From an optimization exercise on the open Yosys and OpenROAD flow, aimed at small area; shortcuts taken in it are not production practice. The RTL was checked by simulation tests, not by an equivalence proof against the original design. No activity file was given, so power comes from the tool's default toggle rates.

[flow/flow/run.sh]
#!/bin/bash
# Standard layout with smaller port buffers and no CTS dummy loads.
export BUFFER_PORTS_ARGS="-buffer_cell sky130_fd_sc_hd__buf_1"
export CTS_ARGS="-sink_clustering_enable -repair_clock_nets -dont_use_dummy_load -buf_list {sky130_fd_sc_hd__clkbuf_4 sky130_fd_sc_hd__clkbuf_8} -sink_clustering_size 30 -sink_clustering_max_diameter 100"
bash standard.sh > standard.log 2>&1
status=$?
tail -20 standard.log
exit $status
[flow/standard.sh]
#!/bin/bash
# synth_recipe.tcl (not shown) runs the flow's synth.tcl, then flattens the netlist and writes it again
# the make line also repeats each setting of config.mk as NAME=value (left out here)
make -C /OpenROAD-flow-scripts/flow DESIGN_CONFIG=/design/flow/config.mk WORK_HOME=/design/flow/orfs CLKGATE_MAP_FILE= SYNTH_SCRIPT=/design/flow/synth_recipe.tcl "${@:-finish}"
[flow/config.mk]
export PLATFORM = sky130hd
export DESIGN_NAME = wallaceTree
export DESIGN_NICKNAME = wallaceTree
export VERILOG_FILES = /design/flow/design.v
export SDC_FILE = /design/flow/constraint.sdc
export NUM_CORES = 4
export LEC_CHECK = 0
export ABC_AREA = 1
export CAP_MARGIN = 20
export CORE_MARGIN = 2
export CORE_UTILIZATION = 30
export SLEW_MARGIN = 20
export SYNTH_HIERARCHICAL = 1
[flow/constraint.sdc]
create_clock -name core_clock -period 3.0 [get_ports {clk}]
set_input_delay 0.6000 -clock core_clock [delete_from_list [all_inputs] [get_ports {clk}]]
set_output_delay 0.6000 -clock core_clock [all_outputs]
set_load 0.01 [all_outputs]
[flow/design.v]
`timescale 1ns/1ps
package wallacePkg;
	localparam int rowCount = 13;
	localparam int rowWidth = 26;
	localparam int rowShift = 2;
	localparam int productWidth = 48;
	localparam int pipeDepth = 3;
endpackage
`timescale 1ns/1ps
module fullAdder (input logic a, input logic b, input logic c, output logic s, output logic co);
	assign s = a ^ b ^ c;
	assign co = (a & b) | (a & c) | (b & c);
endmodule
module halfAdder (input logic a, input logic b, output logic s, output logic co);
	assign s = a ^ b;
	assign co = a & b;
endmodule
module earlyReducer
(
	input logic clk,
	input logic rstN,
	input logic [337:0] rows,
	input logic inValid,
	output logic [13:0] lowQ,
	output logic [64:0] pairQ,
	output logic carryQ,
	output logic earlyValid
);
	logic w1, w2, w3, w4, w5, w6, w7, w8, w9, w10, w11, w12, w13, w14, w15, w16, w17, w18, w19, w20, w21, w22, w23, w24, w25, w26, w27, w28, w29, w30, w31, w32, w33, w34, w35, w36, w37, w38, w39, w40, w41, w42, w43, w44, w45, w46, w47, w48, w49, w50, w51, w52, w53, w54, w55, w56, w57, w58, w59, w60, w61, w62, w63, w64, w65, w66, w67, w68, w69, w70, w71, w72, w73, w74, w75, w76, w77, w78, w79, w80, w81, w82, w83, w84, w85, w86, w87, w88, w89, w90, w91, w92, w93, w94, w95, w96, w97, w98, w99, w100, w101, w102, w103, w104, w105, w106, w107, w108, w109, w110, w111, w112, w113, w114, w115, w116, w117, w118, w119, w120, w121, w122, w123, w124, w125, w126, w127, w128, w129, w130, w131, w132, w133, w134, w135, w136, w137, w138, w139, w140, w141, w142, w143, w144, w145, w146, w147, w148, w149, w150, w151, w152, w153, w154, w155, w156, w157, w158, w159, w160, w161, w162, w163, w164, w165, w166, w167, w168, w169, w170, w171, w172, w173, w174, w175, w176, w177, w178, w179, w180, w181, w182, w183, w184, w185, w186, w187, w188, w189, w190, w191, w192, w193, w194, w195, w196, w197, w198, w199, w200, w201, w202, w203, w204, w205, w206, w207, w208, w209, w210, w211, w212, w213, w214, w215, w216, w217, w218, w219, w220, w221, w222, w223, w224, w225, w226, w227, w228, w229, w230, w231, w232, w233, w234, w235, w236, w237, w238, w239, w240, w241, w242, w243, w244, w245, w246, w247, w248, w249, w250, w251, w252, w253, w254, w255, w256, w257, w258, w259, w260, w261, w262, w263, w264, w265, w266, w267, w268, w269, w270, w271, w272, w273, w274, w275, w276, w277, w278, w279, w280, w281, w282, w283, w284, w285, w286, w287, w288, w289, w290, w291, w292, w293, w294, w295, w296, w297, w298, w299, w300, w301, w302, w303, w304, w305, w306, w307, w308, w309, w310, w311, w312, w313, w314, w315, w316, w317, w318, w319, w320, w321, w322, w323, w324, w325, w326, w327, w328, w329, w330, w331, w332, w333, w334, w335, w336, w337, w338, w339, w340, w341, w342, w343, w344, w345, w346, w347, w348, w349, w350, w351, w352, w353, w354, w355, w356, w357, w358, w359, w360, w361, w362, w363, w364, w365, w366, w367, w368, w369, w370, w371, w372, w373, w374, w375, w376, w377, w378, w379, w380, w381, w382, w383, w384, w385, w386, w387, w388, w389, w390, w391, w392, w393, w394, w395, w396, w397, w398, w399, w400, w401, w402, w403, w404, w405, w406, w407, w408, w409, w410, w411, w412, w413, w414, w415, w416, w417, w418, w419, w420, w421, w422, w423, w424, w425, w426, w427, w428, w429, w430, w431, w432, w433, w434, w435, w436, w437, w438, w439, w440, w441, w442, w443, w444, w445, w446, w447, w448, w449, w450, w451, w452, w453, w454, w455, w456, w457, w458, w459, w460, w461, w462, w463, w464, w465, w466, w467, w468, w469, w470, w471, w472, w473, w474, w475, w476, w477, w478, w479, w480, w481, w482, w483, w484, w485, w486, w487, w488, w489, w490, w491, w492, w493, w494, w495, w496, w497, w498, w499, w500, w501, w502, w503, w504, w505, w506, w507, w508, w509, w510, w511, w512, w513, w514, w515, w516, w517, w518, w519, w520, w521, w522, w523, w524, w525, w526, w527, w528, w529, w530, w531, w532, w533, w534, w535, w536, w537, w538, w539, w540, w541, w542, w543, w544, w545, w546, w547, w548, w549, w550, w551, w552, w553, w554, w555, w556, w557, w558, w559, w560, w561, w562, w563, w564, w565, w566, w567, w568, w569, w570, w571, w572, w573, w574, w575, w576, w577, w578, w579, w580, w581, w582, w583, w584, w585, w586, w587, w588, w589, w590, w591, w592, w593, w594, w595, w596, w597, w598, w599, w600, w601, w602, w603, w604;
	halfAdder uw1 (.a(rows[18]), .b(rows[42]), .s(w1), .co(w2));
	fullAdder uw3 (.a(rows[19]), .b(rows[43]), .c(rows[67]), .s(w3), .co(w4));
	fullAdder uw5 (.a(rows[20]), .b(rows[44]), .c(rows[68]), .s(w5), .co(w6));
	halfAdder uw7 (.a(rows[92]), .b(rows[116]), .s(w7), .co(w8));
	fullAdder uw9 (.a(rows[21]), .b(rows[45]), .c(rows[69]), .s(w9), .co(w10));
	fullAdder uw11 (.a(rows[93]), .b(rows[117]), .c(rows[141]), .s(w11), .co(w12));
	fullAdder uw13 (.a(rows[22]), .b(rows[46]), .c(rows[70]), .s(w13), .co(w14));
	fullAdder uw15 (.a(rows[94]), .b(rows[118]), .c(rows[142]), .s(w15), .co(w16));
	halfAdder uw17 (.a(rows[166]), .b(rows[190]), .s(w17), .co(w18));
	fullAdder uw19 (.a(rows[23]), .b(rows[47]), .c(rows[71]), .s(w19), .co(w20));
	fullAdder uw21 (.a(rows[95]), .b(rows[119]), .c(rows[143]), .s(w21), .co(w22));
	fullAdder uw23 (.a(rows[167]), .b(rows[191]), .c(rows[215]), .s(w23), .co(w24));
	fullAdder uw25 (.a(rows[24]), .b(rows[48]), .c(rows[72]), .s(w25), .co(w26));
	fullAdder uw27 (.a(rows[96]), .b(rows[120]), .c(rows[144]), .s(w27), .co(w28));
	fullAdder uw29 (.a(rows[168]), .b(rows[192]), .c(rows[216]), .s(w29), .co(w30));
	halfAdder uw31 (.a(rows[240]), .b(rows[264]), .s(w31), .co(w32));
	fullAdder uw33 (.a(rows[25]), .b(rows[49]), .c(rows[73]), .s(w33), .co(w34));
	fullAdder uw35 (.a(rows[97]), .b(rows[121]), .c(rows[145]), .s(w35), .co(w36));
	fullAdder uw37 (.a(rows[169]), .b(rows[193]), .c(rows[217]), .s(w37), .co(w38));
	fullAdder uw39 (.a(rows[241]), .b(rows[265]), .c(rows[289]), .s(w39), .co(w40));
	fullAdder uw41 (.a(rows[25]), .b(rows[50]), .c(rows[74]), .s(w41), .co(w42));
	fullAdder uw43 (.a(rows[98]), .b(rows[122]), .c(rows[146]), .s(w43), .co(w44));
	fullAdder uw45 (.a(rows[170]), .b(rows[194]), .c(rows[218]), .s(w45), .co(w46));
	fullAdder uw47 (.a(rows[242]), .b(rows[266]), .c(rows[290]), .s(w47), .co(w48));
	fullAdder uw49 (.a(rows[75]), .b(rows[99]), .c(rows[123]), .s(w49), .co(w50));
	fullAdder uw51 (.a(rows[147]), .b(rows[171]), .c(rows[195]), .s(w51), .co(w52));
	fullAdder uw53 (.a(rows[219]), .b(rows[243]), .c(rows[267]), .s(w53), .co(w54));
	assign w55 = ~rows[291];
	fullAdder uw56 (.a(rows[25]), .b(rows[51]), .c(w55), .s(w56), .co(w57));
	fullAdder uw58 (.a(rows[76]), .b(rows[100]), .c(rows[124]), .s(w58), .co(w59));
	fullAdder uw60 (.a(rows[148]), .b(rows[172]), .c(rows[196]), .s(w60), .co(w61));
	fullAdder uw62 (.a(rows[220]), .b(rows[244]), .c(rows[268]), .s(w62), .co(w63));
	fullAdder uw64 (.a(rows[101]), .b(rows[125]), .c(rows[149]), .s(w64), .co(w65));
	fullAdder uw66 (.a(rows[173]), .b(rows[197]), .c(rows[221]), .s(w66), .co(w67));
	fullAdder uw68 (.a(rows[245]), .b(rows[269]), .c(rows[293]), .s(w68), .co(w69));
	fullAdder uw70 (.a(rows[102]), .b(rows[126]), .c(rows[150]), .s(w70), .co(w71));
	fullAdder uw72 (.a(rows[174]), .b(rows[198]), .c(rows[222]), .s(w72), .co(w73));
	fullAdder uw74 (.a(rows[127]), .b(rows[151]), .c(rows[175]), .s(w74), .co(w75));
	fullAdder uw76 (.a(rows[199]), .b(rows[223]), .c(rows[247]), .s(w76), .co(w77));
	fullAdder uw78 (.a(rows[128]), .b(rows[152]), .c(rows[176]), .s(w78), .co(w79));
	fullAdder uw80 (.a(rows[153]), .b(rows[177]), .c(rows[201]), .s(w80), .co(w81));
	halfAdder uw82 (.a(rows[12]), .b(rows[36]), .s(w82), .co(w83));
	fullAdder uw84 (.a(rows[13]), .b(rows[37]), .c(rows[61]), .s(w84), .co(w85));
	fullAdder uw86 (.a(rows[14]), .b(rows[38]), .c(rows[62]), .s(w86), .co(w87));
	halfAdder uw88 (.a(rows[86]), .b(rows[110]), .s(w88), .co(w89));
	fullAdder uw90 (.a(rows[15]), .b(rows[39]), .c(rows[63]), .s(w90), .co(w91));
	fullAdder uw92 (.a(rows[87]), .b(rows[111]), .c(rows[135]), .s(w92), .co(w93));
	fullAdder uw94 (.a(rows[16]), .b(rows[40]), .c(rows[64]), .s(w94), .co(w95));
	fullAdder uw96 (.a(rows[88]), .b(rows[112]), .c(rows[136]), .s(w96), .co(w97));
	halfAdder uw98 (.a(rows[160]), .b(rows[184]), .s(w98), .co(w99));
	fullAdder uw100 (.a(rows[17]), .b(rows[41]), .c(rows[65]), .s(w100), .co(w101));
	fullAdder uw102 (.a(rows[89]), .b(rows[113]), .c(rows[137]), .s(w102), .co(w103));
	fullAdder uw104 (.a(rows[161]), .b(rows[185]), .c(rows[209]), .s(w104), .co(w105));
	fullAdder uw106 (.a(rows[66]), .b(rows[90]), .c(rows[114]), .s(w106), .co(w107));
	fullAdder uw108 (.a(rows[138]), .b(rows[162]), .c(rows[186]), .s(w108), .co(w109));
	fullAdder uw110 (.a(rows[210]), .b(rows[234]), .c(w1), .s(w110), .co(w111));
	fullAdder uw112 (.a(rows[91]), .b(rows[115]), .c(rows[139]), .s(w112), .co(w113));
	fullAdder uw114 (.a(rows[163]), .b(rows[187]), .c(rows[211]), .s(w114), .co(w115));
	fullAdder uw116 (.a(rows[235]), .b(w2), .c(w3), .s(w116), .co(w117));
	fullAdder uw118 (.a(rows[140]), .b(rows[164]), .c(rows[188]), .s(w118), .co(w119));
	fullAdder uw120 (.a(rows[212]), .b(rows[236]), .c(rows[260]), .s(w120), .co(w121));
	fullAdder uw122 (.a(w7), .b(w4), .c(w5), .s(w122), .co(w123));
	fullAdder uw124 (.a(rows[165]), .b(rows[189]), .c(rows[213]), .s(w124), .co(w125));
	fullAdder uw126 (.a(rows[237]), .b(rows[261]), .c(w8), .s(w126), .co(w127));
	fullAdder uw128 (.a(w6), .b(w9), .c(w11), .s(w128), .co(w129));
	fullAdder uw130 (.a(rows[214]), .b(rows[238]), .c(rows[262]), .s(w130), .co(w131));
	fullAdder uw132 (.a(rows[286]), .b(w17), .c(w10), .s(w132), .co(w133));
	fullAdder uw134 (.a(w12), .b(w13), .c(w15), .s(w134), .co(w135));
	fullAdder uw136 (.a(rows[239]), .b(rows[263]), .c(rows[287]), .s(w136), .co(w137));
	fullAdder uw138 (.a(w18), .b(w14), .c(w16), .s(w138), .co(w139));
	fullAdder uw140 (.a(w19), .b(w21), .c(w23), .s(w140), .co(w141));
	fullAdder uw142 (.a(rows[288]), .b(rows[312]), .c(w31), .s(w142), .co(w143));
	fullAdder uw144 (.a(w20), .b(w22), .c(w24), .s(w144), .co(w145));
	fullAdder uw146 (.a(w25), .b(w27), .c(w29), .s(w146), .co(w147));
	fullAdder uw148 (.a(rows[313]), .b(w32), .c(w26), .s(w148), .co(w149));
	fullAdder uw150 (.a(w28), .b(w30), .c(w33), .s(w150), .co(w151));
	fullAdder uw152 (.a(w35), .b(w37), .c(w39), .s(w152), .co(w153));
	fullAdder uw154 (.a(rows[314]), .b(w34), .c(w36), .s(w154), .co(w155));
	fullAdder uw156 (.a(w38), .b(w40), .c(w41), .s(w156), .co(w157));
	fullAdder uw158 (.a(w43), .b(w45), .c(w47), .s(w158), .co(w159));
	fullAdder uw160 (.a(rows[315]), .b(w42), .c(w44), .s(w160), .co(w161));
	fullAdder uw162 (.a(w46), .b(w48), .c(w49), .s(w162), .co(w163));
	assign w164 = ~w56;
	fullAdder uw165 (.a(w51), .b(w53), .c(w164), .s(w165), .co(w166));
	fullAdder uw167 (.a(rows[316]), .b(w50), .c(w52), .s(w167), .co(w168));
	fullAdder uw169 (.a(w54), .b(w58), .c(w60), .s(w169), .co(w170));
	assign w171 = ~w62;
	fullAdder uw172 (.a(rows[292]), .b(w57), .c(w171), .s(w172), .co(w173));
	assign w174 = ~rows[77];
	fullAdder uw175 (.a(rows[292]), .b(rows[317]), .c(w174), .s(w175), .co(w176));
	fullAdder uw177 (.a(w59), .b(w61), .c(w63), .s(w177), .co(w178));
	fullAdder uw179 (.a(w64), .b(w66), .c(w68), .s(w179), .co(w180));
	fullAdder uw181 (.a(rows[270]), .b(rows[294]), .c(rows[318]), .s(w181), .co(w182));
	fullAdder uw183 (.a(w65), .b(w67), .c(w69), .s(w183), .co(w184));
	assign w185 = ~rows[246];
	fullAdder uw186 (.a(w185), .b(w70), .c(w72), .s(w186), .co(w187));
	fullAdder uw188 (.a(rows[246]), .b(rows[271]), .c(rows[295]), .s(w188), .co(w189));
	fullAdder uw190 (.a(rows[319]), .b(w71), .c(w73), .s(w190), .co(w191));
	assign w192 = ~rows[103];
	fullAdder uw193 (.a(w192), .b(w74), .c(w76), .s(w193), .co(w194));
	fullAdder uw195 (.a(rows[224]), .b(rows[248]), .c(rows[272]), .s(w195), .co(w196));
	assign w197 = ~rows[200];
	fullAdder uw198 (.a(rows[296]), .b(rows[320]), .c(w197), .s(w198), .co(w199));
	fullAdder uw200 (.a(w75), .b(w77), .c(w78), .s(w200), .co(w201));
	fullAdder uw202 (.a(rows[200]), .b(rows[225]), .c(rows[249]), .s(w202), .co(w203));
	fullAdder uw204 (.a(rows[273]), .b(rows[297]), .c(rows[321]), .s(w204), .co(w205));
	assign w206 = ~rows[129];
	fullAdder uw207 (.a(w206), .b(w79), .c(w80), .s(w207), .co(w208));
	fullAdder uw209 (.a(rows[178]), .b(rows[202]), .c(rows[226]), .s(w209), .co(w210));
	fullAdder uw211 (.a(rows[250]), .b(rows[274]), .c(rows[298]), .s(w211), .co(w212));
	assign w213 = ~rows[154];
	fullAdder uw214 (.a(rows[322]), .b(w213), .c(w81), .s(w214), .co(w215));
	fullAdder uw216 (.a(rows[154]), .b(rows[179]), .c(rows[203]), .s(w216), .co(w217));
	fullAdder uw218 (.a(rows[227]), .b(rows[251]), .c(rows[275]), .s(w218), .co(w219));
	assign w220 = ~rows[155];
	fullAdder uw221 (.a(rows[299]), .b(rows[323]), .c(w220), .s(w221), .co(w222));
	fullAdder uw223 (.a(rows[180]), .b(rows[204]), .c(rows[228]), .s(w223), .co(w224));
	fullAdder uw225 (.a(rows[252]), .b(rows[276]), .c(rows[300]), .s(w225), .co(w226));
	fullAdder uw227 (.a(rows[205]), .b(rows[229]), .c(rows[253]), .s(w227), .co(w228));
	fullAdder uw229 (.a(rows[277]), .b(rows[301]), .c(rows[325]), .s(w229), .co(w230));
	fullAdder uw231 (.a(rows[206]), .b(rows[230]), .c(rows[254]), .s(w231), .co(w232));
	fullAdder uw233 (.a(rows[231]), .b(rows[255]), .c(rows[279]), .s(w233), .co(w234));
	halfAdder uw235 (.a(rows[8]), .b(rows[32]), .s(w235), .co(w236));
	fullAdder uw237 (.a(rows[9]), .b(rows[33]), .c(rows[57]), .s(w237), .co(w238));
	fullAdder uw239 (.a(rows[10]), .b(rows[34]), .c(rows[58]), .s(w239), .co(w240));
	halfAdder uw241 (.a(rows[82]), .b(rows[106]), .s(w241), .co(w242));
	fullAdder uw243 (.a(rows[11]), .b(rows[35]), .c(rows[59]), .s(w243), .co(w244));
	fullAdder uw245 (.a(rows[83]), .b(rows[107]), .c(rows[131]), .s(w245), .co(w246));
	fullAdder uw247 (.a(rows[60]), .b(rows[84]), .c(rows[108]), .s(w247), .co(w248));
	fullAdder uw249 (.a(rows[132]), .b(rows[156]), .c(w82), .s(w249), .co(w250));
	fullAdder uw251 (.a(rows[85]), .b(rows[109]), .c(rows[133]), .s(w251), .co(w252));
	fullAdder uw253 (.a(rows[157]), .b(w83), .c(w84), .s(w253), .co(w254));
	fullAdder uw255 (.a(rows[134]), .b(rows[158]), .c(rows[182]), .s(w255), .co(w256));
	fullAdder uw257 (.a(w88), .b(w85), .c(w86), .s(w257), .co(w258));
	fullAdder uw259 (.a(rows[159]), .b(rows[183]), .c(w89), .s(w259), .co(w260));
	fullAdder uw261 (.a(w87), .b(w90), .c(w92), .s(w261), .co(w262));
	fullAdder uw263 (.a(rows[208]), .b(w98), .c(w91), .s(w263), .co(w264));
	fullAdder uw265 (.a(w93), .b(w94), .c(w96), .s(w265), .co(w266));
	fullAdder uw267 (.a(w99), .b(w95), .c(w97), .s(w267), .co(w268));
	fullAdder uw269 (.a(w100), .b(w102), .c(w104), .s(w269), .co(w270));
	fullAdder uw271 (.a(w101), .b(w103), .c(w105), .s(w271), .co(w272));
	fullAdder uw273 (.a(w106), .b(w108), .c(w110), .s(w273), .co(w274));
	fullAdder uw275 (.a(w107), .b(w109), .c(w112), .s(w275), .co(w276));
	fullAdder uw277 (.a(w114), .b(w111), .c(w116), .s(w277), .co(w278));
	fullAdder uw279 (.a(w113), .b(w115), .c(w118), .s(w279), .co(w280));
	fullAdder uw281 (.a(w120), .b(w117), .c(w122), .s(w281), .co(w282));
	fullAdder uw283 (.a(w119), .b(w121), .c(w124), .s(w283), .co(w284));
	fullAdder uw285 (.a(w126), .b(w123), .c(w128), .s(w285), .co(w286));
	fullAdder uw287 (.a(w125), .b(w130), .c(w127), .s(w287), .co(w288));
	fullAdder uw289 (.a(w132), .b(w129), .c(w134), .s(w289), .co(w290));
	fullAdder uw291 (.a(w131), .b(w136), .c(w133), .s(w291), .co(w292));
	fullAdder uw293 (.a(w135), .b(w138), .c(w140), .s(w293), .co(w294));
	fullAdder uw295 (.a(w137), .b(w142), .c(w139), .s(w295), .co(w296));
	fullAdder uw297 (.a(w141), .b(w144), .c(w146), .s(w297), .co(w298));
	fullAdder uw299 (.a(w143), .b(w145), .c(w148), .s(w299), .co(w300));
	fullAdder uw301 (.a(w147), .b(w150), .c(w152), .s(w301), .co(w302));
	fullAdder uw303 (.a(w149), .b(w151), .c(w153), .s(w303), .co(w304));
	fullAdder uw305 (.a(w154), .b(w156), .c(w158), .s(w305), .co(w306));
	fullAdder uw307 (.a(w155), .b(w157), .c(w159), .s(w307), .co(w308));
	fullAdder uw309 (.a(w160), .b(w162), .c(w165), .s(w309), .co(w310));
	fullAdder uw311 (.a(w161), .b(w163), .c(w166), .s(w311), .co(w312));
	assign w313 = ~w172;
	fullAdder uw314 (.a(w167), .b(w169), .c(w313), .s(w314), .co(w315));
	fullAdder uw316 (.a(w175), .b(w168), .c(w170), .s(w316), .co(w317));
	assign w318 = ~w173;
	fullAdder uw319 (.a(w177), .b(w318), .c(w179), .s(w319), .co(w320));
	fullAdder uw321 (.a(w176), .b(w181), .c(w178), .s(w321), .co(w322));
	fullAdder uw323 (.a(w180), .b(w183), .c(w186), .s(w323), .co(w324));
	fullAdder uw325 (.a(w182), .b(w188), .c(w184), .s(w325), .co(w326));
	fullAdder uw327 (.a(w187), .b(w190), .c(w193), .s(w327), .co(w328));
	fullAdder uw329 (.a(w189), .b(w195), .c(w198), .s(w329), .co(w330));
	fullAdder uw331 (.a(w191), .b(w194), .c(w200), .s(w331), .co(w332));
	fullAdder uw333 (.a(w196), .b(w199), .c(w202), .s(w333), .co(w334));
	fullAdder uw335 (.a(w204), .b(w201), .c(w207), .s(w335), .co(w336));
	fullAdder uw337 (.a(w203), .b(w205), .c(w209), .s(w337), .co(w338));
	fullAdder uw339 (.a(w211), .b(w208), .c(w214), .s(w339), .co(w340));
	fullAdder uw341 (.a(w210), .b(w212), .c(w216), .s(w341), .co(w342));
	fullAdder uw343 (.a(w218), .b(w221), .c(w215), .s(w343), .co(w344));
	fullAdder uw345 (.a(w217), .b(w219), .c(w222), .s(w345), .co(w346));
	assign w347 = ~rows[324];
	fullAdder uw348 (.a(w347), .b(w223), .c(w225), .s(w348), .co(w349));
	fullAdder uw350 (.a(rows[324]), .b(w224), .c(w226), .s(w350), .co(w351));
	assign w352 = ~rows[181];
	fullAdder uw353 (.a(w352), .b(w227), .c(w229), .s(w353), .co(w354));
	assign w355 = ~rows[278];
	fullAdder uw356 (.a(rows[302]), .b(rows[326]), .c(w355), .s(w356), .co(w357));
	fullAdder uw358 (.a(w228), .b(w230), .c(w231), .s(w358), .co(w359));
	fullAdder uw360 (.a(rows[278]), .b(rows[303]), .c(rows[327]), .s(w360), .co(w361));
	assign w362 = ~rows[207];
	fullAdder uw363 (.a(w362), .b(w232), .c(w233), .s(w363), .co(w364));
	fullAdder uw365 (.a(rows[256]), .b(rows[280]), .c(rows[304]), .s(w365), .co(w366));
	assign w367 = ~rows[232];
	fullAdder uw368 (.a(rows[328]), .b(w367), .c(w234), .s(w368), .co(w369));
	fullAdder uw370 (.a(rows[232]), .b(rows[257]), .c(rows[281]), .s(w370), .co(w371));
	assign w372 = ~rows[233];
	fullAdder uw373 (.a(rows[305]), .b(rows[329]), .c(w372), .s(w373), .co(w374));
	fullAdder uw375 (.a(rows[258]), .b(rows[282]), .c(rows[306]), .s(w375), .co(w376));
	fullAdder uw377 (.a(rows[283]), .b(rows[307]), .c(rows[331]), .s(w377), .co(w378));
	halfAdder uw379 (.a(rows[6]), .b(rows[30]), .s(w379), .co(w380));
	fullAdder uw381 (.a(rows[7]), .b(rows[31]), .c(rows[55]), .s(w381), .co(w382));
	fullAdder uw383 (.a(rows[56]), .b(rows[80]), .c(rows[104]), .s(w383), .co(w384));
	fullAdder uw385 (.a(rows[81]), .b(rows[105]), .c(w236), .s(w385), .co(w386));
	fullAdder uw387 (.a(rows[130]), .b(w241), .c(w238), .s(w387), .co(w388));
	fullAdder uw389 (.a(w242), .b(w240), .c(w243), .s(w389), .co(w390));
	fullAdder uw391 (.a(w244), .b(w246), .c(w247), .s(w391), .co(w392));
	fullAdder uw393 (.a(w248), .b(w251), .c(w250), .s(w393), .co(w394));
	fullAdder uw395 (.a(w252), .b(w255), .c(w254), .s(w395), .co(w396));
	fullAdder uw397 (.a(w256), .b(w259), .c(w258), .s(w397), .co(w398));
	fullAdder uw399 (.a(w260), .b(w263), .c(w262), .s(w399), .co(w400));
	fullAdder uw401 (.a(w264), .b(w266), .c(w267), .s(w401), .co(w402));
	fullAdder uw403 (.a(w268), .b(w270), .c(w271), .s(w403), .co(w404));
	fullAdder uw405 (.a(w272), .b(w275), .c(w274), .s(w405), .co(w406));
	fullAdder uw407 (.a(w276), .b(w279), .c(w278), .s(w407), .co(w408));
	fullAdder uw409 (.a(w280), .b(w283), .c(w282), .s(w409), .co(w410));
	fullAdder uw411 (.a(w284), .b(w287), .c(w286), .s(w411), .co(w412));
	fullAdder uw413 (.a(w288), .b(w291), .c(w290), .s(w413), .co(w414));
	fullAdder uw415 (.a(w292), .b(w295), .c(w294), .s(w415), .co(w416));
	fullAdder uw417 (.a(w296), .b(w299), .c(w298), .s(w417), .co(w418));
	fullAdder uw419 (.a(w300), .b(w302), .c(w303), .s(w419), .co(w420));
	fullAdder uw421 (.a(w304), .b(w306), .c(w307), .s(w421), .co(w422));
	fullAdder uw423 (.a(w308), .b(w310), .c(w311), .s(w423), .co(w424));
	fullAdder uw425 (.a(w312), .b(w316), .c(w315), .s(w425), .co(w426));
	fullAdder uw427 (.a(w317), .b(w321), .c(w320), .s(w427), .co(w428));
	fullAdder uw429 (.a(w322), .b(w325), .c(w324), .s(w429), .co(w430));
	fullAdder uw431 (.a(w329), .b(w326), .c(w328), .s(w431), .co(w432));
	fullAdder uw433 (.a(w330), .b(w333), .c(w332), .s(w433), .co(w434));
	fullAdder uw435 (.a(w334), .b(w337), .c(w336), .s(w435), .co(w436));
	fullAdder uw437 (.a(w338), .b(w341), .c(w343), .s(w437), .co(w438));
	fullAdder uw439 (.a(w342), .b(w345), .c(w348), .s(w439), .co(w440));
	fullAdder uw441 (.a(w346), .b(w349), .c(w350), .s(w441), .co(w442));
	fullAdder uw443 (.a(w356), .b(w351), .c(w354), .s(w443), .co(w444));
	fullAdder uw445 (.a(w357), .b(w360), .c(w359), .s(w445), .co(w446));
	fullAdder uw447 (.a(w361), .b(w365), .c(w364), .s(w447), .co(w448));
	fullAdder uw449 (.a(w366), .b(w370), .c(w373), .s(w449), .co(w450));
	fullAdder uw451 (.a(w371), .b(w374), .c(w375), .s(w451), .co(w452));
	fullAdder uw453 (.a(rows[330]), .b(w376), .c(w377), .s(w453), .co(w454));
	assign w455 = ~rows[284];
	fullAdder uw456 (.a(rows[308]), .b(rows[332]), .c(w455), .s(w456), .co(w457));
	fullAdder uw458 (.a(rows[284]), .b(rows[309]), .c(rows[333]), .s(w458), .co(w459));
	halfAdder uw460 (.a(rows[4]), .b(rows[28]), .s(w460), .co(w461));
	fullAdder uw462 (.a(rows[5]), .b(rows[29]), .c(rows[53]), .s(w462), .co(w463));
	fullAdder uw464 (.a(rows[54]), .b(rows[78]), .c(w379), .s(w464), .co(w465));
	fullAdder uw466 (.a(rows[79]), .b(w380), .c(w381), .s(w466), .co(w467));
	fullAdder uw468 (.a(w235), .b(w382), .c(w383), .s(w468), .co(w469));
	fullAdder uw470 (.a(w384), .b(w237), .c(w385), .s(w470), .co(w471));
	fullAdder uw472 (.a(w239), .b(w386), .c(w387), .s(w472), .co(w473));
	fullAdder uw474 (.a(w245), .b(w388), .c(w389), .s(w474), .co(w475));
	fullAdder uw476 (.a(w249), .b(w390), .c(w391), .s(w476), .co(w477));
	fullAdder uw478 (.a(w392), .b(w253), .c(w393), .s(w478), .co(w479));
	fullAdder uw480 (.a(w257), .b(w394), .c(w395), .s(w480), .co(w481));
	fullAdder uw482 (.a(w261), .b(w396), .c(w397), .s(w482), .co(w483));
	fullAdder uw484 (.a(w265), .b(w398), .c(w399), .s(w484), .co(w485));
	fullAdder uw486 (.a(w269), .b(w400), .c(w401), .s(w486), .co(w487));
	fullAdder uw488 (.a(w273), .b(w402), .c(w403), .s(w488), .co(w489));
	fullAdder uw490 (.a(w404), .b(w277), .c(w405), .s(w490), .co(w491));
	fullAdder uw492 (.a(w281), .b(w406), .c(w407), .s(w492), .co(w493));
	fullAdder uw494 (.a(w285), .b(w408), .c(w409), .s(w494), .co(w495));
	fullAdder uw496 (.a(w289), .b(w410), .c(w411), .s(w496), .co(w497));
	fullAdder uw498 (.a(w293), .b(w412), .c(w413), .s(w498), .co(w499));
	fullAdder uw500 (.a(w297), .b(w414), .c(w415), .s(w500), .co(w501));
	fullAdder uw502 (.a(w301), .b(w416), .c(w417), .s(w502), .co(w503));
	fullAdder uw504 (.a(w305), .b(w418), .c(w419), .s(w504), .co(w505));
	fullAdder uw506 (.a(w309), .b(w420), .c(w421), .s(w506), .co(w507));
	fullAdder uw508 (.a(w314), .b(w422), .c(w423), .s(w508), .co(w509));
	fullAdder uw510 (.a(w319), .b(w424), .c(w425), .s(w510), .co(w511));
	fullAdder uw512 (.a(w323), .b(w426), .c(w427), .s(w512), .co(w513));
	fullAdder uw514 (.a(w327), .b(w428), .c(w429), .s(w514), .co(w515));
	fullAdder uw516 (.a(w331), .b(w430), .c(w431), .s(w516), .co(w517));
	fullAdder uw518 (.a(w335), .b(w432), .c(w433), .s(w518), .co(w519));
	fullAdder uw520 (.a(w339), .b(w434), .c(w435), .s(w520), .co(w521));
	fullAdder uw522 (.a(w340), .b(w436), .c(w437), .s(w522), .co(w523));
	fullAdder uw524 (.a(w344), .b(w439), .c(w438), .s(w524), .co(w525));
	fullAdder uw526 (.a(w353), .b(w440), .c(w441), .s(w526), .co(w527));
	fullAdder uw528 (.a(w358), .b(w442), .c(w443), .s(w528), .co(w529));
	fullAdder uw530 (.a(w363), .b(w444), .c(w445), .s(w530), .co(w531));
	fullAdder uw532 (.a(w368), .b(w446), .c(w447), .s(w532), .co(w533));
	fullAdder uw534 (.a(w369), .b(w449), .c(w448), .s(w534), .co(w535));
	assign w536 = ~rows[330];
	fullAdder uw537 (.a(w536), .b(w450), .c(w451), .s(w537), .co(w538));
	assign w539 = ~rows[259];
	fullAdder uw540 (.a(w539), .b(w452), .c(w453), .s(w540), .co(w541));
	fullAdder uw542 (.a(w378), .b(w456), .c(w454), .s(w542), .co(w543));
	assign w544 = ~rows[285];
	fullAdder uw545 (.a(w544), .b(w457), .c(w458), .s(w545), .co(w546));
	assign w547 = ~rows[310];
	fullAdder uw548 (.a(rows[334]), .b(w547), .c(w459), .s(w548), .co(w549));
	assign w550 = rows[310] ^ rows[311] ^ rows[335];
	halfAdder uw551 (.a(rows[2]), .b(rows[26]), .s(w551), .co(w552));
	fullAdder uw553 (.a(rows[3]), .b(rows[27]), .c(w552), .s(w553), .co(w554));
	fullAdder uw555 (.a(rows[52]), .b(w460), .c(w554), .s(w555), .co(w556));
	fullAdder uw557 (.a(w461), .b(w462), .c(w556), .s(w557), .co(w558));
	halfAdder uw559 (.a(w463), .b(w464), .s(w559), .co(w560));
	halfAdder uw561 (.a(w465), .b(w466), .s(w561), .co(w562));
	halfAdder uw563 (.a(w467), .b(w468), .s(w563), .co(w564));
	halfAdder uw565 (.a(w469), .b(w470), .s(w565), .co(w566));
	halfAdder uw567 (.a(w471), .b(w472), .s(w567), .co(w568));
	halfAdder uw569 (.a(w473), .b(w474), .s(w569), .co(w570));
	halfAdder uw571 (.a(w475), .b(w476), .s(w571), .co(w572));
	halfAdder uw573 (.a(w477), .b(w478), .s(w573), .co(w574));
	assign w575 = w560 | (w559 & w558);
	assign w576 = w564 | (w563 & w562);
	assign w577 = w563 & w561;
	assign w578 = w568 | (w567 & w566);
	assign w579 = w567 & w565;
	assign w580 = w572 | (w571 & w570);
	assign w581 = w571 & w569;
	assign w582 = w576 | (w577 & w575);
	assign w583 = w580 | (w581 & w578);
	assign w584 = w581 & w579;
	assign w585 = w583 | (w584 & w582);
	assign w586 = w578 | (w579 & w582);
	assign w587 = w562 | (w561 & w575);
	assign w588 = w566 | (w565 & w582);
	assign w589 = w570 | (w569 & w586);
	assign w590 = w574 | (w573 & w585);
	assign w591 = w559 ^ w558;
	assign w592 = w561 ^ w575;
	assign w593 = w563 ^ w587;
	assign w594 = w565 ^ w582;
	assign w595 = w567 ^ w588;
	assign w596 = w569 ^ w586;
	assign w597 = w571 ^ w589;
	assign w598 = w573 ^ w585;
	halfAdder uw599 (.a(w545), .b(w543), .s(w599), .co(w600));
	fullAdder uw601 (.a(w546), .b(w548), .c(w600), .s(w601), .co(w602));
	assign w603 = w550 ^ w549 ^ w602;
	assign w604 = ~w603;
	always_ff @(posedge clk) begin
		lowQ[0] <= rows[0];
		lowQ[1] <= rows[1];
		lowQ[2] <= w551;
		lowQ[3] <= w553;
		lowQ[4] <= w555;
		lowQ[5] <= w557;
		lowQ[6] <= w591;
		lowQ[7] <= w592;
		lowQ[8] <= w593;
		lowQ[9] <= w594;
		lowQ[10] <= w595;
		lowQ[11] <= w596;
		lowQ[12] <= w597;
		lowQ[13] <= w598;
		pairQ[0] <= w479;
		pairQ[1] <= w480;
		pairQ[2] <= w481;
		pairQ[3] <= w482;
		pairQ[4] <= w483;
		pairQ[5] <= w484;
		pairQ[6] <= w485;
		pairQ[7] <= w486;
		pairQ[8] <= w487;
		pairQ[9] <= w488;
		pairQ[10] <= w489;
		pairQ[11] <= w490;
		pairQ[12] <= w491;
		pairQ[13] <= w492;
		pairQ[14] <= w493;
		pairQ[15] <= w494;
		pairQ[16] <= w495;
		pairQ[17] <= w496;
		pairQ[18] <= w497;
		pairQ[19] <= w498;
		pairQ[20] <= w499;
		pairQ[21] <= w500;
		pairQ[22] <= w501;
		pairQ[23] <= w502;
		pairQ[24] <= w503;
		pairQ[25] <= w504;
		pairQ[26] <= w505;
		pairQ[27] <= w506;
		pairQ[28] <= w507;
		pairQ[29] <= w508;
		pairQ[30] <= w509;
		pairQ[31] <= w510;
		pairQ[32] <= w511;
		pairQ[33] <= w512;
		pairQ[34] <= w513;
		pairQ[35] <= w514;
		pairQ[36] <= w515;
		pairQ[37] <= w516;
		pairQ[38] <= w517;
		pairQ[39] <= w518;
		pairQ[40] <= w519;
		pairQ[41] <= w520;
		pairQ[42] <= w521;
		pairQ[43] <= w522;
		pairQ[44] <= w523;
		pairQ[45] <= w524;
		pairQ[46] <= w525;
		pairQ[47] <= w526;
		pairQ[48] <= w527;
		pairQ[49] <= w528;
		pairQ[50] <= w529;
		pairQ[51] <= w530;
		pairQ[52] <= w531;
		pairQ[53] <= w532;
		pairQ[54] <= w533;
		pairQ[55] <= w534;
		pairQ[56] <= w535;
		pairQ[57] <= w537;
		pairQ[58] <= w538;
		pairQ[59] <= w540;
		pairQ[60] <= w541;
		pairQ[61] <= w542;
		pairQ[62] <= w599;
		pairQ[63] <= w601;
		pairQ[64] <= w604;
		carryQ <= w590;
	end
	always_ff @(posedge clk or negedge rstN) begin
		if (!rstN) begin
			earlyValid <= 1'b0;
		end else begin
			earlyValid <= inValid;
		end
	end
endmodule
`timescale 1ns/1ps
module lateReducer
(
	input logic clk,
	input logic rstN,
	input logic [13:0] lowQ,
	input logic [64:0] pairQ,
	input logic carryQ,
	input logic earlyValid,
	output logic [47:0] sumQ,
	output logic pairValid
);
	logic l1, l2, l3, l4, l5, l6, l7, l8, l9, l10, l11, l12, l13, l14, l15, l16, l17, l18, l19, l20, l21, l22, l23, l24, l25, l26, l27, l28, l29, l30, l31, l32, l33, l34, l35, l36, l37, l38, l39, l40, l41, l42, l43, l44, l45, l46, l47, l48, l49, l50, l51, l52, l53, l54, l55, l56, l57, l58, l59, l60, l61, l62, l63, l64, l65, l66, l67, l68, l69, l70, l71, l72, l73, l74, l75, l76, l77, l78, l79, l80, l81, l82, l83, l84, l85, l86, l87, l88, l89, l90, l91, l92, l93, l94, l95, l96, l97, l98, l99, l100, l101, l102, l103, l104, l105, l106, l107, l108, l109, l110, l111, l112, l113, l114, l115, l116, l117, l118, l119, l120, l121, l122, l123, l124, l125, l126, l127, l128, l129, l130, l131, l132, l133, l134, l135, l136, l137, l138, l139, l140, l141, l142, l143, l144, l145, l146, l147, l148, l149, l150, l151, l152, l153, l154, l155, l156, l157, l158, l159, l160, l161, l162, l163, l164, l165, l166, l167, l168, l169, l170, l171, l172, l173, l174, l175, l176, l177, l178, l179, l180, l181;
	halfAdder ul1 (.a(pairQ[0]), .b(pairQ[1]), .s(l1), .co(l2));
	halfAdder ul3 (.a(pairQ[2]), .b(pairQ[3]), .s(l3), .co(l4));
	halfAdder ul5 (.a(pairQ[4]), .b(pairQ[5]), .s(l5), .co(l6));
	halfAdder ul7 (.a(pairQ[6]), .b(pairQ[7]), .s(l7), .co(l8));
	halfAdder ul9 (.a(pairQ[8]), .b(pairQ[9]), .s(l9), .co(l10));
	halfAdder ul11 (.a(pairQ[10]), .b(pairQ[11]), .s(l11), .co(l12));
	halfAdder ul13 (.a(pairQ[12]), .b(pairQ[13]), .s(l13), .co(l14));
	halfAdder ul15 (.a(pairQ[14]), .b(pairQ[15]), .s(l15), .co(l16));
	halfAdder ul17 (.a(pairQ[16]), .b(pairQ[17]), .s(l17), .co(l18));
	halfAdder ul19 (.a(pairQ[18]), .b(pairQ[19]), .s(l19), .co(l20));
	halfAdder ul21 (.a(pairQ[20]), .b(pairQ[21]), .s(l21), .co(l22));
	halfAdder ul23 (.a(pairQ[22]), .b(pairQ[23]), .s(l23), .co(l24));
	halfAdder ul25 (.a(pairQ[24]), .b(pairQ[25]), .s(l25), .co(l26));
	halfAdder ul27 (.a(pairQ[26]), .b(pairQ[27]), .s(l27), .co(l28));
	halfAdder ul29 (.a(pairQ[28]), .b(pairQ[29]), .s(l29), .co(l30));
	halfAdder ul31 (.a(pairQ[30]), .b(pairQ[31]), .s(l31), .co(l32));
	halfAdder ul33 (.a(pairQ[32]), .b(pairQ[33]), .s(l33), .co(l34));
	halfAdder ul35 (.a(pairQ[34]), .b(pairQ[35]), .s(l35), .co(l36));
	halfAdder ul37 (.a(pairQ[36]), .b(pairQ[37]), .s(l37), .co(l38));
	halfAdder ul39 (.a(pairQ[38]), .b(pairQ[39]), .s(l39), .co(l40));
	halfAdder ul41 (.a(pairQ[40]), .b(pairQ[41]), .s(l41), .co(l42));
	halfAdder ul43 (.a(pairQ[42]), .b(pairQ[43]), .s(l43), .co(l44));
	halfAdder ul45 (.a(pairQ[44]), .b(pairQ[45]), .s(l45), .co(l46));
	halfAdder ul47 (.a(pairQ[46]), .b(pairQ[47]), .s(l47), .co(l48));
	halfAdder ul49 (.a(pairQ[48]), .b(pairQ[49]), .s(l49), .co(l50));
	halfAdder ul51 (.a(pairQ[50]), .b(pairQ[51]), .s(l51), .co(l52));
	halfAdder ul53 (.a(pairQ[52]), .b(pairQ[53]), .s(l53), .co(l54));
	halfAdder ul55 (.a(pairQ[54]), .b(pairQ[55]), .s(l55), .co(l56));
	halfAdder ul57 (.a(pairQ[56]), .b(pairQ[57]), .s(l57), .co(l58));
	halfAdder ul59 (.a(pairQ[58]), .b(pairQ[59]), .s(l59), .co(l60));
	halfAdder ul61 (.a(pairQ[60]), .b(pairQ[61]), .s(l61), .co(l62));
	assign l63 = l2 | (l1 & carryQ);
	assign l64 = l6 | (l5 & l4);
	assign l65 = l5 & l3;
	assign l66 = l10 | (l9 & l8);
	assign l67 = l9 & l7;
	assign l68 = l14 | (l13 & l12);
	assign l69 = l13 & l11;
	assign l70 = l18 | (l17 & l16);
	assign l71 = l17 & l15;
	assign l72 = l22 | (l21 & l20);
	assign l73 = l21 & l19;
	assign l74 = l26 | (l25 & l24);
	assign l75 = l25 & l23;
	assign l76 = l30 | (l29 & l28);
	assign l77 = l29 & l27;
	assign l78 = l34 | (l33 & l32);
	assign l79 = l33 & l31;
	assign l80 = l38 | (l37 & l36);
	assign l81 = l37 & l35;
	assign l82 = l42 | (l41 & l40);
	assign l83 = l41 & l39;
	assign l84 = l46 | (l45 & l44);
	assign l85 = l45 & l43;
	assign l86 = l50 | (l49 & l48);
	assign l87 = l49 & l47;
	assign l88 = l54 | (l53 & l52);
	assign l89 = l53 & l51;
	assign l90 = l58 | (l57 & l56);
	assign l91 = l57 & l55;
	assign l92 = l62 | (l61 & l60);
	assign l93 = l61 & l59;
	assign l94 = l64 | (l65 & l63);
	assign l95 = l68 | (l69 & l66);
	assign l96 = l69 & l67;
	assign l97 = l72 | (l73 & l70);
	assign l98 = l73 & l71;
	assign l99 = l76 | (l77 & l74);
	assign l100 = l77 & l75;
	assign l101 = l80 | (l81 & l78);
	assign l102 = l81 & l79;
	assign l103 = l84 | (l85 & l82);
	assign l104 = l85 & l83;
	assign l105 = l88 | (l89 & l86);
	assign l106 = l89 & l87;
	assign l107 = l92 | (l93 & l90);
	assign l108 = l93 & l91;
	assign l109 = l95 | (l96 & l94);
	assign l110 = l99 | (l100 & l97);
	assign l111 = l100 & l98;
	assign l112 = l103 | (l104 & l101);
	assign l113 = l104 & l102;
	assign l114 = l107 | (l108 & l105);
	assign l115 = l108 & l106;
	assign l116 = l110 | (l111 & l109);
	assign l117 = l114 | (l115 & l112);
	assign l118 = l115 & l113;
	assign l119 = l117 | (l118 & l116);
	assign l120 = l112 | (l113 & l116);
	assign l121 = l97 | (l98 & l109);
	assign l122 = l101 | (l102 & l116);
	assign l123 = l105 | (l106 & l120);
	assign l124 = l66 | (l67 & l94);
	assign l125 = l70 | (l71 & l109);
	assign l126 = l74 | (l75 & l121);
	assign l127 = l78 | (l79 & l116);
	assign l128 = l82 | (l83 & l122);
	assign l129 = l86 | (l87 & l120);
	assign l130 = l90 | (l91 & l123);
	assign l131 = l4 | (l3 & l63);
	assign l132 = l8 | (l7 & l94);
	assign l133 = l12 | (l11 & l124);
	assign l134 = l16 | (l15 & l109);
	assign l135 = l20 | (l19 & l125);
	assign l136 = l24 | (l23 & l121);
	assign l137 = l28 | (l27 & l126);
	assign l138 = l32 | (l31 & l116);
	assign l139 = l36 | (l35 & l127);
	assign l140 = l40 | (l39 & l122);
	assign l141 = l44 | (l43 & l128);
	assign l142 = l48 | (l47 & l120);
	assign l143 = l52 | (l51 & l129);
	assign l144 = l56 | (l55 & l123);
	assign l145 = l60 | (l59 & l130);
	assign l146 = l1 ^ carryQ;
	assign l147 = l3 ^ l63;
	assign l148 = l5 ^ l131;
	assign l149 = l7 ^ l94;
	assign l150 = l9 ^ l132;
	assign l151 = l11 ^ l124;
	assign l152 = l13 ^ l133;
	assign l153 = l15 ^ l109;
	assign l154 = l17 ^ l134;
	assign l155 = l19 ^ l125;
	assign l156 = l21 ^ l135;
	assign l157 = l23 ^ l121;
	assign l158 = l25 ^ l136;
	assign l159 = l27 ^ l126;
	assign l160 = l29 ^ l137;
	assign l161 = l31 ^ l116;
	assign l162 = l33 ^ l138;
	assign l163 = l35 ^ l127;
	assign l164 = l37 ^ l139;
	assign l165 = l39 ^ l122;
	assign l166 = l41 ^ l140;
	assign l167 = l43 ^ l128;
	assign l168 = l45 ^ l141;
	assign l169 = l47 ^ l120;
	assign l170 = l49 ^ l142;
	assign l171 = l51 ^ l129;
	assign l172 = l53 ^ l143;
	assign l173 = l55 ^ l123;
	assign l174 = l57 ^ l144;
	assign l175 = l59 ^ l130;
	assign l176 = l61 ^ l145;
	assign l177 = pairQ[62] ^ l119;
	assign l178 = l119 & pairQ[62];
	assign l179 = pairQ[63] ^ l178;
	assign l180 = l178 & pairQ[63];
	assign l181 = pairQ[64] ^ l180;
	always_ff @(posedge clk) begin
		sumQ[13:0] <= lowQ;
		sumQ[14] <= l146;
		sumQ[15] <= l147;
		sumQ[16] <= l148;
		sumQ[17] <= l149;
		sumQ[18] <= l150;
		sumQ[19] <= l151;
		sumQ[20] <= l152;
		sumQ[21] <= l153;
		sumQ[22] <= l154;
		sumQ[23] <= l155;
		sumQ[24] <= l156;
		sumQ[25] <= l157;
		sumQ[26] <= l158;
		sumQ[27] <= l159;
		sumQ[28] <= l160;
		sumQ[29] <= l161;
		sumQ[30] <= l162;
		sumQ[31] <= l163;
		sumQ[32] <= l164;
		sumQ[33] <= l165;
		sumQ[34] <= l166;
		sumQ[35] <= l167;
		sumQ[36] <= l168;
		sumQ[37] <= l169;
		sumQ[38] <= l170;
		sumQ[39] <= l171;
		sumQ[40] <= l172;
		sumQ[41] <= l173;
		sumQ[42] <= l174;
		sumQ[43] <= l175;
		sumQ[44] <= l176;
		sumQ[45] <= l177;
		sumQ[46] <= l179;
		sumQ[47] <= l181;
	end
	always_ff @(posedge clk or negedge rstN) begin
		if (!rstN) begin
			pairValid <= 1'b0;
		end else begin
			pairValid <= earlyValid;
		end
	end
endmodule
`timescale 1ns/1ps
module finalAdder
(
	input logic clk,
	input logic rstN,
	input logic [47:0] sumQ,
	input logic pairValid,
	output logic [47:0] product,
	output logic outValid
);
	always_ff @(posedge clk) begin
		product <= sumQ;
	end
	always_ff @(posedge clk or negedge rstN) begin
		if (!rstN) begin
			outValid <= 1'b0;
		end else begin
			outValid <= pairValid;
		end
	end
endmodule
`timescale 1ns/1ps
module wallaceTree
(
	input logic clk,
	input logic rstN,
	input logic [337:0] rows,
	input logic inValid,
	output logic [47:0] product,
	output logic outValid
);
	logic [13:0] lowQ;
	logic [64:0] pairQ;
	logic carryQ;
	logic earlyValid;
	logic [47:0] sumQ;
	logic pairValid;
	earlyReducer uEarly (
		.clk(clk),
		.rstN(rstN),
		.rows(rows),
		.inValid(inValid),
		.lowQ(lowQ),
		.pairQ(pairQ),
		.carryQ(carryQ),
		.earlyValid(earlyValid)
	);
	lateReducer uLate (
		.clk(clk),
		.rstN(rstN),
		.lowQ(lowQ),
		.pairQ(pairQ),
		.carryQ(carryQ),
		.earlyValid(earlyValid),
		.sumQ(sumQ),
		.pairValid(pairValid)
	);
	finalAdder uFinal (
		.clk(clk),
		.rstN(rstN),
		.sumQ(sumQ),
		.pairValid(pairValid),
		.product(product),
		.outValid(outValid)
	);
endmodule
==> results of run 1 <==
-- cell type report --
type	instances	area, sq um	share of cell area (%)
clock buffer	17	234.0	1.799
inverter	50	187.7	1.443
multi-input combinational	470	6907	53.11
sequential	179	3598	27.67
tap	455	569.3	4.378
timing repair buffer	394	1508	11.59
-- where the power goes --
group / switching, mW / internal (mW) / total (mW)
logic: 3.10 / 2.69 / 5.79
registers: 0.292 / 3.68 / 3.97
clock network: 0.726 / 0.501 / 1.23
-- cell usage in the layout, fill, tap and decap left out, types with 3 or more instances in the layout --
cell type    n
nand2_2      7
xnor2_1     17
dfxtp_1    176
nand2_1     45
buf_1      387
inv_1       49
dfrtp_1      3
clkbuf_8    17
a31o_2       4
fa_1       240
fa_2        16
nor2_1      20
nand3_1      9
buf_4        6
xor2_1       3
ha_1        73
a21oi_1     13
nand2_4      4
-- critical path, cell delays in order --
cell and delay, ns:
buf_1 0.09, fa_1 0.57, fa_1 0.45, fa_1 0.58, ha_4 0.23, a21oi_2 0.11, o21a_1 0.12, nand2_1 0.05
ha_2 0.17, or2_4 0.22
-- per-layer routing --
layer	global-route usage, %	vias to the layer above
met5	0	-
met4	4.052	0
met3	4.292	17
met2	22.79	235
met1	12.84	3073
li1	-	2993
-- registers in the layout, indices dropped and copies added, names as in the netlist --
signal and count:
uEarly.pairQ 65, uFinal.product 48, uLate.sumQ 48, uEarly.lowQ 14, uEarly.carryQ 1, uEarly.earlyValid 1, uFinal.outValid 1, uLate.pairValid 1
-- path summary, 6_finish.rpt --
| kind | from | end | slack, ns |
|---|---|---|---|
| worst max-delay path | rows[108] | uEarly.carryQ | 0.17 |
| worst min-delay path | rows[0] | uEarly.lowQ[0] | 0.29 |
| worst max register to register | uEarly.pairQ[0] | uLate.sumQ[47] | 0.54 |
| worst min register to register | uLate.sumQ[36] | uFinal.product[36] | 0.31 |
| max in group asynchronous | rstN | uFinal.outValid | 2.38 |
| min in group asynchronous | rstN | uEarly.earlyValid | 0.46 |
-- per-stage QoR --
| stage | area (sq um) | power, mW | setup slack [ns] | util (%) |
|---|---|---|---|---|
| 3_3_place_gp | 12760 | 9.912 | -0.3584 | 36.76 |
| 4_1_cts | 13000 | 11.33 | 0.1492 | 37.46 |
| 6_report | 13000 | 10.98 | 0.1677 | 37.46 |
| 2_1_floorplan | 10690 | 8.147 | -0.1226 | - |
| 3_5_place_dp | 12760 | 10.02 | -0.3766 | 36.76 |
| 5_1_grt | 13000 | 12.38 | 0.1035 | 37.46 |
-- Yosys stat by module, one instance, submodules excluded, excerpt --
module | cells inside | flops+latches | area [sq um] | times used
finalAdder | 49 | 49 | 985.9 | 1
lateReducer | 192 | 49 | 1908 | 1
halfAdder | 1 | 0 | 12.51 | 52
earlyReducer | 150 | 81 | 1962 | 1
fullAdder | 1 | 0 | 20.02 | 256
-- timing repair --
item / in CTS / in global routing
hold buffers: 1 / 0
hold endpoints to repair: 3 / 0
buffers inserted: 0 / 0
resized for setup: 0 / 0
-- logic make-up (layout without fill, tap and decap cells) --
group           count (synthesis)  count (layout)  synth area share [%]
compound gates                 24              24                 1.495
xor+xnor                       20              20                 1.648
fa+ha+maj                     331             331                 57.03
buf+inv                        50             461                 1.765
flops                         179             179                 33.85
simple gates                   95              95                 4.213
==> metrics.yaml, run 1 <==
cp_max_fo: 3
drt_iter0_drc: 48
clock_latency_ns: 0.46
cts.root.buffer_cell: "clkbuf_8"
ir_worst_vdd_mv: 0.3385
cts_made_buffers: 17
syn-num-nets: 1371
synthesis.instances: 699
yosysMostFrequentCell: "fa_1"
netlist.area_leader.share_pct: 48.21
slew_headroom_pct: 81.20
finalCritPeriodShare_pct: 94.41
ant_nets: 0
grt_pass1_vias: 7190
dp_hpwl_mm: 19.54
period_needed_ns: 2.832
core_area_sq_um: 34710
syn_avg_cell_area_sq_um: 15.21
fillers: 3397
ys.flop_type: "dfxtp_1"
clkTransAtPathRegs_ns: 0.08
wl_met2_mm: 11.37
status: "complete, no violations"
cp-start-kind: "input pin"
maxCapViolations: 0
grt_util_all_layers_pct: 12.27
tightestPinTransition_ns: 0.2820
end_kind: "flop"
synth_edf_count: 0
synth_top_area_cell: "fa_1"
firstDrtPassIters: 4
gp_congestion: 0.8566
fin_nets: 1784
yosys-top-cells-area: "fa_1 (48%), dfxtp_1 (33%), ha_1 (8.8%)"
area_growth_pct: 22.31
async_reset_ff_share_pct: 1.676
ys_types: 25
antenna_cells: 0
synth-seq-cells: 179
holdPathStages: 1
clockBufferDepth: 2
wl_met3_mm: 1.901
seq_area_frac_synth_pct: 33.85
power_density_nw_per_um2: 844.7
die_w_um: 192.3
io_buffers: 387
grt_pass1_wl_mm: 33.84
drc: 0
r2r_cells: 19
syn-cell-area_sq_um: 10630
h-tree-depth: 4
initial_core_util_pct: 30.63
fmax_mhz: 353.1
final-max-slew-violation-count: 0
antenna_found_initial: 0
ys_warn_count: 9
num_vias: 6318
die-area_sq_um: 36960
clkSinkCount: 179
finalSetupViolCount: 0
wl_mm: 21.05
hold_viol: 0
skew_ns: 0.02624
vias_per_cell: 4.037
dp.cells: 1547
rsz0062_at_grt: "no"
rows: 68
worstPathRequired_ns: 3.34
hold_class: "input pin to flop"
cp.arrival_ns: 3.18
wl_met1_mm: 7.472
synth_common_cells: "fa_1 (256), dfxtp_1 (176), ha_1 (75)"
wl_per_cell_um: 13.45
grt_max_degree: 17
finalSetupTns_ns: 0
power.leakage_nw: 5.189
worst_hold_slack_ns: 0.2867
overflow: 0
worstSetupPathType: "input pin to flop"
io_pins: 390
fin_cells: 1565
dr.max_layer_used: "met4"
drive_above_1_share_pct: 5.676
cts_tree: "yes"
die_h_um: 192.3
==> inputs of run 2 (changes only) <==
--- a/flow/config.mk
+++ b/flow/config.mk
@@ -5,7 +5,6 @@
 export SDC_FILE = /design/flow/constraint.sdc
 export NUM_CORES = 4
 export LEC_CHECK = 0
-export ABC_AREA = 1
 export CAP_MARGIN = 20
 export CORE_MARGIN = 2
 export CORE_UTILIZATION = 30
==> metrics.yaml, run 2 <==
cp.arrival_ns: 3.18  # about the same
top_register: "uEarly.pairQ"
initial_core_util_pct: 30.46  # -0.17 points
crit_path_end: "uEarly.carryQ"
setup_slack_ns: 0.1470  # -0.02067 ns
synth_top_area_cell: "fa_1"
final-max-slew-violation-count: 0  # unchanged
hold_viol: 0  # unchanged
io_buffers: 387  # unchanged
cts_made_buffers: 17  # unchanged
vias_per_cell: 4.098  # +1.5%
largest_reg_flops: 65  # unchanged
core_area_sq_um: 34540  # -0.49%
ys_types: 34  # +36%
cts.root.buffer_cell: "clkbuf_8"
synth_common_cells: "fa_1 (256), dfxtp_1 (176), ha_1 (75)"
wl_per_cell_um: 14.09  # +4.8%
antenna_found_initial: 2  # +2
drc: 0  # unchanged
dr.max_layer_used: "met5"
power.leakage_nw: 5.052  # -2.6%
grt_util_all_layers_pct: 12.31  # +0.035 points
syn-num-nets: 1329  # -3.1%
grt_max_degree: 18  # +1
wl_met1_mm: 7.968  # +6.6%
die_h_um: 191.3  # -0.51%
rsz0062_at_grt: "no"
skew_ns: 0.03185  # +0.005613 ns
end_kind: "flop"
drt_iter0_drc: 76  # +58%
slew_headroom_pct: 77.89  # -3.3 points
clockBufferDepth: 2  # unchanged
status: "complete, no violations"
worstReg2RegStart: "uEarly.pairQ[0]"
syn-cell-area_sq_um: 10520  # -1.0%
finalCritPeriodShare_pct: 95.10  # +0.69 points
die_w_um: 191.3  # -0.51%
place_ws_ns: -0.3294  # +0.04723 ns
wl_met3_mm: 1.762  # -7.3%
ir_worst_vdd_mv: 0.3260  # -3.7%
die-area_sq_um: 36580  # -1.0%
drive_above_1_share_pct: 5.332  # -0.34 points
grt_pass1_wl_mm: 34.06  # +0.65%
layout_commonest_cell: "buf_1"
wl_met2_mm: 11.44  # +0.65%
yosys-top-cells-area: "fa_1 (49%), dfxtp_1 (33%), ha_1 (8.9%)"
gp_congestion: 0.8252  # -3.7%
ys_warn_count: 9  # unchanged
async_reset_ff_share_pct: 1.676  # unchanged
r2r_cells: 13  # -6
fmax_mhz: 350.5  # -0.72%
seq_area_frac_synth_pct: 34.20  # +0.35 points
layout_common_cells: "buf_1 (387), fa_1 (238), dfxtp_1 (176), ha_1 (73), inv_1 (28)"
tightestPinTransition_ns: 0.3281  # +0.04616 ns
finalSetupTns_ns: 0  # unchanged
top_regs: "uEarly.pairQ x65, uFinal.product x48, uLate.sumQ x48"
ant_nets: 0  # unchanged
r2r_end: "uLate.sumQ[36]"
synth-seq-cells: 179  # unchanged
synth_edf_count: 0  # unchanged
period_needed_ns: 2.853  # +0.02067 ns
synthesis.instances: 657  # -6.0%
dp_hpwl_mm: 19.75  # +1.1%
cts_tree: "yes"
reg2reg_slack_ns: 0.15  # -0.39 ns
power_density_nw_per_um2: 858.2  # +1.6%
clock_latency_ns: 0.46  # about the same
clkSinkCount: 179  # unchanged
post_cts_resized: 0  # unchanged
power.total_mw: 11.08  # +0.91%
ys.flop_type: "dfxtp_1"
h-tree-depth: 4  # unchanged
finalSetupViolCount: 0  # unchanged
cp_max_fo: 3  # unchanged
io_pins: 390  # unchanged
maxCapViolations: 0  # unchanged
fin_nets: 1743  # -2.3%
post_cts_buffers: 0  # unchanged
yosysMostFrequentCell: "fa_1"
fillers: 3429  # +0.94%
clkTransAtPathRegs_ns: 0.08  # about the same
hold_class: "input pin to flop"
syn_avg_cell_area_sq_um: 16.01  # +5.3%
num_vias: 6246  # -1.1%
area_growth_pct: 22.75
worstSetupPathType: "input pin to flop"
netlist.area_leader.share_pct: 48.71  # +0.50 points
wl_mm: 21.48  # +2.0%
rows: 68  # unchanged
worstSetupStartpoint: "rows[108]"
grt_pass1_vias: 7210  # +0.28%
overflow: 0  # unchanged
cp-start-kind: "input pin"
antenna_cells: 0  # unchanged
worstPathRequired_ns: 3.33  # about the same
firstDrtPassIters: 4  # unchanged
[run 2: timing repair]
action / CTS / global route
endpoints found under the setup margin: 0 / 5
hold endpoints to repair: 3 / 0
hold buffers: 1 / 0
[run 2: worst min path at each step]
stage                    start                  to  slack, ns  cells past startpoint
5_1_grt                rows[0]      uEarly.lowQ[0]       0.20                      1
2_1_floorplan             rstN   uEarly.earlyValid       0.30                      0
4_1_cts                rows[0]      uEarly.lowQ[0]       0.20                      1
6_report               rows[0]      uEarly.lowQ[0]       0.25                      1
3_5_place_dp    uLate.sumQ[16]  uFinal.product[16]       0.31                      0
3_3_place_gp   uEarly.lowQ[13]      uLate.sumQ[13]       0.31                      0
[run 2: metrics by stage]
| step | utilization [%] | hold slack, ns | instances | cell area, sq um |
|---|---|---|---|---|
| floorplan | - | 0.3044 | 657 | 10600 |
| global placement | 36.68 | 0.3098 | 1506 | 12670 |
| detailed placement | 36.68 | 0.3121 | 1506 | 12670 |
| CTS | 37.39 | 0.2046 | 1524 | 12910 |
| global route | 37.39 | 0.2021 | 1524 | 12910 |
| finish | 37.39 | 0.2485 | 1524 | 12910 |
[run 2: cells by family after synthesis]
family                   share of synthesized area, %
flip-flops                                      34.20
adder cells (fa/ha/maj)                         57.63
buffers and inverters                          0.9989
AND/OR/NAND/NOR                                 2.224
AO/OA/AOI/OAI                                   3.032
XOR/XNOR                                        1.915
[run 2: routing by layer]
layer  GRT usage, %  vias to the layer above
met5              0                        -
met4          3.166                        2
met3          4.002                       18
met2          22.58                      247
met1          13.63                     3057
li1               -                     2922
[run 2: worst max-delay path, stage by stage]
cell and delay (ns):
buf_1 0.09, fa_1 0.57, fa_1 0.45, fa_1 0.57
ha_4 0.22, a21oi_2 0.11, o21a_1 0.12, o31ai_1 0.06
ha_2 0.18, or2_4 0.21
[run 2: final cells by class]
type / count / area, sq um / share of cell area [%]
Tap cell: 455 / 569.3 / 4.408
Multi-Input combinational cell: 450 / 6893 / 53.37
Timing Repair Buffer: 395 / 1515 / 11.73
Clock buffer: 17 / 234.0 / 1.812
Inverter: 28 / 105.1 / 0.8138
Sequential cell: 179 / 3598 / 27.86
[run 2: Yosys stat by module (local to each module, per instance), a selection]
module | cells | area, sq um | flops+latches | copies in the design
earlyReducer | 131 | 1926 | 81 | 1
lateReducer | 169 | 1834 | 49 | 1
finalAdder | 49 | 985.9 | 49 | 1
fullAdder | 1 | 20.02 | 0 | 256
halfAdder | 1 | 12.51 | 0 | 52
[run 2: where the power goes]
| group | internal (mW) | switching [mW] |
|---|---|---|
| Sequential | 3.68 | 0.300 |
| Combinational | 2.79 | 3.09 |
| Clock | 0.501 | 0.720 |
| Total | 6.97 | 4.11 |

what the ideal ports hide:
How much do the figures lean on ideal ports? The routed layouts below were timed once more, with nothing changed but the port constraints.
Step 1 assumes that a clkbuf_16 drives the clock port and a buf_2 every other input.
Step 2 moves the port delays by t, midway between the first and last clock arrival at a register: inputs arrive t later, outputs are due t later. That takes back most of the time a late clock gives input paths.
Slacks: no drivers / after step 1 / after step 2; pairs: no drivers / after step 1.
run | t, ns | setup slack, ns | hold WS [ns] | latest minus earliest clock arrival (ns) | worst slew at a driven data input, ns
run 1 | 0.491 | 0.168 / 0.187 / -0.304 | 0.287 / 0.265 / 0.310 | 0.027 / 0.027 | 0.05
run 2 | 0.485 | 0.147 / 0.150 / -0.321 | 0.249 / 0.238 / 0.321 | 0.033 / 0.032 | 0.07
With both steps, setup timing fails in run 1 and run 2, where it was met with ideal ports. For run 1, which loses most, drivers alone change the setup slack by +0.019 ns; drivers and shift together by -0.472 ns.
